What follows belongs to an exercise in optimizing a design on an open flow for small area and a short achievable clock period; a production flow would make more cautious choices.
RTL that was checked went through simulation tests only; none was proved equivalent to the original.

==> inputs of run a <==
==> flow/design.v <==
package aixh_mxc_upper_hchain_pkg;
    localparam int HCHAIN_TID_MAX_W = 8;
    typedef logic [HCHAIN_TID_MAX_W-1:0] hchain_tid_t;
    localparam logic [255:0] HCHAIN_DEFAULT_REPEATER_MASK = '0;
    function automatic int hchain_fifo_aw(input int depth);
        hchain_fifo_aw = (depth > 1) ? $clog2(depth) : 1;
    endfunction
    function automatic hchain_tid_t hchain_next_tid(input hchain_tid_t tid, input int ntile);
        hchain_next_tid = (int'(tid) >= ntile - 1) ? '0 : tid + hchain_tid_t'(1);
    endfunction
endpackage
module aixh_mxc_upper_bwd_fifo
#(
    parameter int DEPTH  = 4,
    parameter int DWIDTH = 64
) (
    input  logic              clk,
    input  logic              rst_n,
    input  logic              push,
    input  logic [DWIDTH-1:0] wdat,
    input  logic              pop,
    output logic [DWIDTH-1:0] rdat,
    output logic              empty,
    output logic              ovf
);
    localparam int AW = aixh_mxc_upper_hchain_pkg::hchain_fifo_aw(DEPTH);
    logic [DWIDTH-1:0] mem [DEPTH];
    logic [AW-1:0]     wptr;
    logic [AW-1:0]     rptr;
    logic [AW:0]       count;
    logic              full;
    logic              do_push;
    logic              do_pop;
    assign full    = (count == (AW+1)'(DEPTH));
    assign empty   = (count == '0);
    assign do_pop  = pop & ~empty;
    assign do_push = push & (~full | do_pop);
    assign ovf     = push & full & ~do_pop;
    assign rdat    = mem[rptr];
    always_ff @(posedge clk or negedge rst_n) begin
        if (!rst_n) begin
            wptr  <= '0;
            rptr  <= '0;
            count <= '0;
        end else begin
            if (do_push) wptr <= wptr + AW'(1);
            if (do_pop)  rptr <= rptr + AW'(1);
            case ({do_push, do_pop})
                2'b10:   count <= count + (AW+1)'(1);
                2'b01:   count <= count - (AW+1)'(1);
                default: count <= count;
            endcase
        end
    end
    always_ff @(posedge clk) begin
        if (do_push) mem[wptr] <= wdat;
    end
endmodule
module aixh_mxc_upper_hchain
#(
    parameter int               NTILE         = 8,
    parameter int               CWIDTH        = 32,
    parameter int               DWIDTH        = 64,
    parameter int               FIFO_DEPTH    = 4,
    parameter logic [NTILE-1:0] REPEATER_MASK = 8'b10101010
) (
    input  logic                      aixh_core_clk2x,
    input  logic                      aixh_core_rstn,
    input  logic                      i_fwd_vld,
    input  logic [CWIDTH-1:0]         i_fwd_cmd,
    output logic [NTILE-1:0]          o_tile_cmd_vld,
    output logic [NTILE*CWIDTH-1:0]   o_tile_cmd,
    input  logic [NTILE-1:0]          i_tile_bwd_vld,
    input  logic [NTILE*DWIDTH-1:0]   i_tile_bwd_dat,
    output logic                      o_bwd_vld,
    output logic [DWIDTH-1:0]         o_bwd_dat,
    output logic [$clog2(NTILE)-1:0]  o_bwd_tid,
    input  logic                      i_bwd_rdy,
    output logic [NTILE-1:0]          o_ovf,
    input  logic                      i_ovf_clr
);
    localparam int TIDW = $clog2(NTILE);
    logic              tile_vld [NTILE];
    logic [CWIDTH-1:0] tile_cmd [NTILE];
    for (genvar x = 0; x < NTILE; x++) begin : g_fwd
        logic              prev_vld;
        logic [CWIDTH-1:0] prev_cmd;
        if (x == 0) begin : g_src
            assign prev_vld = i_fwd_vld;
            assign prev_cmd = i_fwd_cmd;
        end else begin : g_chain
            assign prev_vld = tile_vld[x-1];
            assign prev_cmd = tile_cmd[x-1];
        end
        if (REPEATER_MASK[x]) begin : g_hop
            logic              hop_vld;
            logic [CWIDTH-1:0] hop_cmd;
            always_ff @(posedge aixh_core_clk2x or negedge aixh_core_rstn) begin
                if (!aixh_core_rstn) begin
                    hop_vld <= 1'b0;
                    hop_cmd <= '0;
                end else begin
                    hop_vld <= prev_vld;
                    if (prev_vld) hop_cmd <= prev_cmd;
                end
            end
            assign tile_vld[x] = hop_vld;
            assign tile_cmd[x] = hop_cmd;
        end else begin : g_thru
            assign tile_vld[x] = prev_vld;
            assign tile_cmd[x] = prev_cmd;
        end
        assign o_tile_cmd_vld[x]                = tile_vld[x];
        assign o_tile_cmd[x*CWIDTH +: CWIDTH]   = tile_cmd[x];
    end
    logic [DWIDTH-1:0] fifo_rdat [NTILE];
    logic [NTILE-1:0]  fifo_empty;
    logic [NTILE-1:0]  fifo_ovf;
    logic [NTILE-1:0]  fifo_pop;
    logic              load_en;
    logic              grant_vld;
    logic [TIDW-1:0]   grant;
    for (genvar x = 0; x < NTILE; x++) begin : g_bwd
        assign fifo_pop[x] = load_en & grant_vld & (grant == TIDW'(x));
        aixh_mxc_upper_bwd_fifo #(
            .DEPTH  (FIFO_DEPTH),
            .DWIDTH (DWIDTH)
        ) u_fifo (
            .clk   (aixh_core_clk2x),
            .rst_n (aixh_core_rstn),
            .push  (i_tile_bwd_vld[x]),
            .wdat  (i_tile_bwd_dat[x*DWIDTH +: DWIDTH]),
            .pop   (fifo_pop[x]),
            .rdat  (fifo_rdat[x]),
            .empty (fifo_empty[x]),
            .ovf   (fifo_ovf[x])
        );
    end
    logic              out_vld;
    logic [DWIDTH-1:0] out_dat;
    logic [TIDW-1:0]   out_tid;
    logic [TIDW-1:0]   ptr;
    logic [NTILE-1:0]  ovf_q;
    assign load_en = ~out_vld | i_bwd_rdy;
    int              rr_idx;
    logic [TIDW-1:0] rr_cand;
    always_comb begin
        grant_vld = 1'b0;
        grant     = '0;
        rr_idx    = 0;
        rr_cand   = '0;
        for (int i = 0; i < NTILE; i++) begin
            rr_idx = int'(ptr) + i;
            if (rr_idx >= NTILE) rr_idx = rr_idx - NTILE;
            rr_cand = rr_idx[TIDW-1:0];
            if (!grant_vld && !fifo_empty[rr_cand]) begin
                grant_vld = 1'b1;
                grant     = rr_cand;
            end
        end
    end
    always_ff @(posedge aixh_core_clk2x or negedge aixh_core_rstn) begin
        if (!aixh_core_rstn) begin
            out_vld <= 1'b0;
            out_dat <= '0;
            out_tid <= '0;
            ptr     <= '0;
        end else if (load_en) begin
            out_vld <= grant_vld;
            if (grant_vld) begin
                out_dat <= fifo_rdat[grant];
                out_tid <= grant;
                ptr     <= TIDW'(aixh_mxc_upper_hchain_pkg::hchain_next_tid(aixh_mxc_upper_hchain_pkg::hchain_tid_t'(grant), NTILE));
            end
        end
    end
    always_ff @(posedge aixh_core_clk2x or negedge aixh_core_rstn) begin
        if (!aixh_core_rstn) ovf_q <= '0;
        else                 ovf_q <= (ovf_q & ~{NTILE{i_ovf_clr}}) | fifo_ovf;
    end
    assign o_bwd_vld = out_vld;
    assign o_bwd_dat = out_dat;
    assign o_bwd_tid = out_tid;
    assign o_ovf   = ovf_q;
endmodule
==> flow/run.sh <==
#!/bin/bash
# synth_recipe.tcl (not shown) runs the flow's synth.tcl, then flattens the netlist and writes it again
# the make line also repeats each setting of config.mk as NAME=value (left out here)
make -C /OpenROAD-flow-scripts/flow DESIGN_CONFIG=/design/flow/config.mk WORK_HOME=/design/flow/orfs CLKGATE_MAP_FILE= SYNTH_SCRIPT=/design/flow/synth_recipe.tcl finish
==> flow/config.mk <==
export PLATFORM = sky130hd
export DESIGN_NAME = aixh_mxc_upper_hchain
export DESIGN_NICKNAME = aixh_mxc_upper_hchain
export VERILOG_FILES = /design/flow/design.v
export SDC_FILE = /design/flow/constraint.sdc
export NUM_CORES = 4
export LEC_CHECK = 0
export CAP_MARGIN = 20
export CORE_MARGIN = 2
export CORE_UTILIZATION = 40
export SLEW_MARGIN = 20
==> flow/constraint.sdc <==
create_clock -name core_clock -period 5.5 [get_ports {aixh_core_clk2x}]
set_input_delay 1.1000 -clock core_clock [delete_from_list [all_inputs] [get_ports {aixh_core_clk2x}]]
set_output_delay 1.1000 -clock core_clock [all_outputs]
set_load 0.01 [all_outputs]
==> run b: changes against run a <==
==> flow/design.v, changed modules only <==
module aixh_mxc_upper_bwd_fifo
#(
    parameter int DEPTH  = 4,
    parameter int DWIDTH = 64
) (
    input  logic              clk,
    input  logic              rst_n,
    input  logic              push,
    input  logic [DWIDTH-1:0] wdat,
    input  logic              pop,
    output logic [DWIDTH-1:0] rdat,
    output logic              nempty,
    output logic              ovf
);
    localparam int AW = aixh_mxc_upper_hchain_pkg::hchain_fifo_aw(DEPTH);
    logic [DWIDTH-1:0] mem [DEPTH];
    logic [AW-1:0]     wptr;
    logic [AW-1:0]     rptr;
    logic [AW:0]       count;
    logic              full;
    logic              do_push;
    assign full    = (count == (AW+1)'(DEPTH));
    assign nempty  = (count != '0);
    assign do_push = push & (~full | pop);
    assign ovf     = push & full & ~pop;
    assign rdat    = mem[rptr];
    always_ff @(posedge clk or negedge rst_n) begin
        if (!rst_n) begin
            wptr  <= '0;
            rptr  <= '0;
            count <= '0;
        end else begin
            if (do_push) wptr <= wptr + AW'(1);
            if (pop)     rptr <= rptr + AW'(1);
            case ({do_push, pop})
                2'b10:   count <= count + (AW+1)'(1);
                2'b01:   count <= count - (AW+1)'(1);
                default: count <= count;
            endcase
        end
    end
    for (genvar k = 0; k < DEPTH; k++) begin : g_ent
        always_ff @(posedge clk) begin
            if (do_push && wptr == AW'(k)) mem[k] <= wdat;
        end
    end
endmodule
module aixh_mxc_upper_hchain
#(
    parameter int               NTILE         = 8,
    parameter int               CWIDTH        = 32,
    parameter int               DWIDTH        = 64,
    parameter int               FIFO_DEPTH    = 4,
    parameter logic [NTILE-1:0] REPEATER_MASK = 8'b10101010
) (
    input  logic                      aixh_core_clk2x,
    input  logic                      aixh_core_rstn,
    input  logic                      i_fwd_vld,
    input  logic [CWIDTH-1:0]         i_fwd_cmd,
    output logic [NTILE-1:0]          o_tile_cmd_vld,
    output logic [NTILE*CWIDTH-1:0]   o_tile_cmd,
    input  logic [NTILE-1:0]          i_tile_bwd_vld,
    input  logic [NTILE*DWIDTH-1:0]   i_tile_bwd_dat,
    output logic                      o_bwd_vld,
    output logic [DWIDTH-1:0]         o_bwd_dat,
    output logic [$clog2(NTILE)-1:0]  o_bwd_tid,
    input  logic                      i_bwd_rdy,
    output logic [NTILE-1:0]          o_ovf,
    input  logic                      i_ovf_clr
);
    localparam int TIDW = $clog2(NTILE);
    logic              tile_vld [NTILE];
    logic [CWIDTH-1:0] tile_cmd [NTILE];
    for (genvar x = 0; x < NTILE; x++) begin : g_fwd
        logic              prev_vld;
        logic [CWIDTH-1:0] prev_cmd;
        if (x == 0) begin : g_src
            assign prev_vld = i_fwd_vld;
            assign prev_cmd = i_fwd_cmd;
        end else begin : g_chain
            assign prev_vld = tile_vld[x-1];
            assign prev_cmd = tile_cmd[x-1];
        end
        if (REPEATER_MASK[x]) begin : g_hop
            logic              hop_vld;
            logic [CWIDTH-1:0] hop_cmd;
            always_ff @(posedge aixh_core_clk2x or negedge aixh_core_rstn) begin
                if (!aixh_core_rstn) hop_vld <= 1'b0;
                else                 hop_vld <= prev_vld;
            end
            always_ff @(posedge aixh_core_clk2x) begin
                hop_cmd <= prev_cmd;
            end
            assign tile_vld[x] = hop_vld;
            assign tile_cmd[x] = hop_cmd;
        end else begin : g_thru
            assign tile_vld[x] = prev_vld;
            assign tile_cmd[x] = prev_cmd;
        end
        assign o_tile_cmd_vld[x]                = tile_vld[x];
        assign o_tile_cmd[x*CWIDTH +: CWIDTH]   = tile_cmd[x];
    end
    logic [DWIDTH-1:0] fifo_rdat [NTILE];
    logic [NTILE-1:0]  fifo_ne;
    logic [NTILE-1:0]  fifo_ovf;
    logic [NTILE-1:0]  fifo_pop;
    logic [NTILE-1:0]  grant;        
    logic              grant_vld;
    logic              load_en;
    for (genvar x = 0; x < NTILE; x++) begin : g_bwd
        assign fifo_pop[x] = load_en & grant[x];
        aixh_mxc_upper_bwd_fifo #(
            .DEPTH  (FIFO_DEPTH),
            .DWIDTH (DWIDTH)
        ) u_fifo (
            .clk    (aixh_core_clk2x),
            .rst_n  (aixh_core_rstn),
            .push   (i_tile_bwd_vld[x]),
            .wdat   (i_tile_bwd_dat[x*DWIDTH +: DWIDTH]),
            .pop    (fifo_pop[x]),
            .rdat   (fifo_rdat[x]),
            .nempty (fifo_ne[x]),
            .ovf    (fifo_ovf[x])
        );
    end
    logic              out_vld;
    logic [DWIDTH-1:0] out_dat;
    logic [TIDW-1:0]   out_tid;
    logic [TIDW-1:0]   ptr;
    logic [NTILE-1:0]  ovf_q;
    logic [DWIDTH-1:0] sel_dat;
    logic [TIDW-1:0]   sel_tid;
    logic [TIDW-1:0]   nxt_ptr;
    assign load_en   = ~out_vld | i_bwd_rdy;
    assign grant_vld = |fifo_ne;
    always_comb begin
        for (int t = 0; t < NTILE; t++) begin
            logic hit;
            hit = 1'b0;
            for (int p = 0; p < NTILE; p++) begin
                logic clear;
                clear = 1'b1;
                for (int j = 0; j < NTILE; j++) begin
                    if (((j - p + NTILE) % NTILE) < ((t - p + NTILE) % NTILE))
                        clear = clear & ~fifo_ne[j];
                end
                hit = hit | ((ptr == TIDW'(p)) & clear);
            end
            grant[t] = fifo_ne[t] & hit;
        end
    end
    always_comb begin
        sel_dat = '0;
        sel_tid = '0;
        nxt_ptr = '0;
        for (int t = 0; t < NTILE; t++) begin
            sel_dat = sel_dat | ({DWIDTH{grant[t]}} & fifo_rdat[t]);
            sel_tid = sel_tid | ({TIDW{grant[t]}} & TIDW'(t));
            nxt_ptr = nxt_ptr | ({TIDW{grant[t]}} & TIDW'((t + 1) % NTILE));
        end
    end
    always_ff @(posedge aixh_core_clk2x or negedge aixh_core_rstn) begin
        if (!aixh_core_rstn) begin
            out_vld <= 1'b0;
            ptr     <= '0;
        end else if (load_en) begin
            out_vld <= grant_vld;
            if (grant_vld) ptr <= nxt_ptr;
        end
    end
    always_ff @(posedge aixh_core_clk2x) begin
        if (load_en) begin
            out_dat <= sel_dat;
            out_tid <= sel_tid;
        end
    end
    always_ff @(posedge aixh_core_clk2x or negedge aixh_core_rstn) begin
        if (!aixh_core_rstn) ovf_q <= '0;
        else                 ovf_q <= (ovf_q & ~{NTILE{i_ovf_clr}}) | fifo_ovf;
    end
    assign o_bwd_vld = out_vld;
    assign o_bwd_dat = out_dat;
    assign o_bwd_tid = out_tid;
    assign o_ovf     = ovf_q;
endmodule
==> results_dict.tcl <==
set metrics [dict create \
    result_of_the_run "timing/DRC/antenna clean" \
    synth_top_family_by_area "compound AO/OA/AOI/OAI gates" \
    setup.worst_path.start "ptr[0]$_DFFE_PN0P_" \
    synth_xor_area_share_pct 0.408 \
    setup_slack_ps 1110 \
    power_leakage_uw 0.0345 \
    initial_utilization_pct 40.1 \
    grt_pass1_wl_mm 367 \
    setup.reg_to_reg.worst_slack_ps 1110 \
    drt-wirelength-per-cell_um 29.9 \
    share_of_the_cycle_needed_by_the_critical_path_after_routing_pct 79.9 \
]
(the above is from run b)
==> results_dict.tcl <==
set metrics [dict create \
    result_of_the_run "timing/DRC/antenna clean" \
    setup_slack_ps 237 \
    grt_pass1_wl_mm 390 \
    setup.reg_to_reg.worst_slack_ps 240 \
    share_of_the_cycle_needed_by_the_critical_path_after_routing_pct 95.7 \
    initial_utilization_pct 40.3 \
    setup.worst_path.start "g_bwd[1].u_fifo.count[2]$_DFFE_PN0P_" \
]
(the above is from run a)
The RTL of run b was laid out without a check of its function.

## port drivers added, routing unchanged
In the flow no input, the clock included, has a driving cell. The finished layouts below were timed again as built, in two steps. Step 1, drivers: a clkbuf_16 drives aixh_core_clk2x and a buf_2 each remaining input, both assumed. Step 2 moves the port delays by t, midway between the first and last clock arrival at a register: inputs arrive t later, outputs are due t later. That takes back most of the time a late clock gives input paths. Slacks: no drivers / after step 1 / after step 2; pairs: no drivers / after step 1.
run | t, ns | setup WS [ns] | worst data-port slew with drivers (ns)
run a | 0.960 | 0.237 / 0.237 / 0.237 | 0.31
run b | 0.952 | 1.105 / 1.105 / 1.105 | 0.24
After both steps every run listed still meets setup and hold.
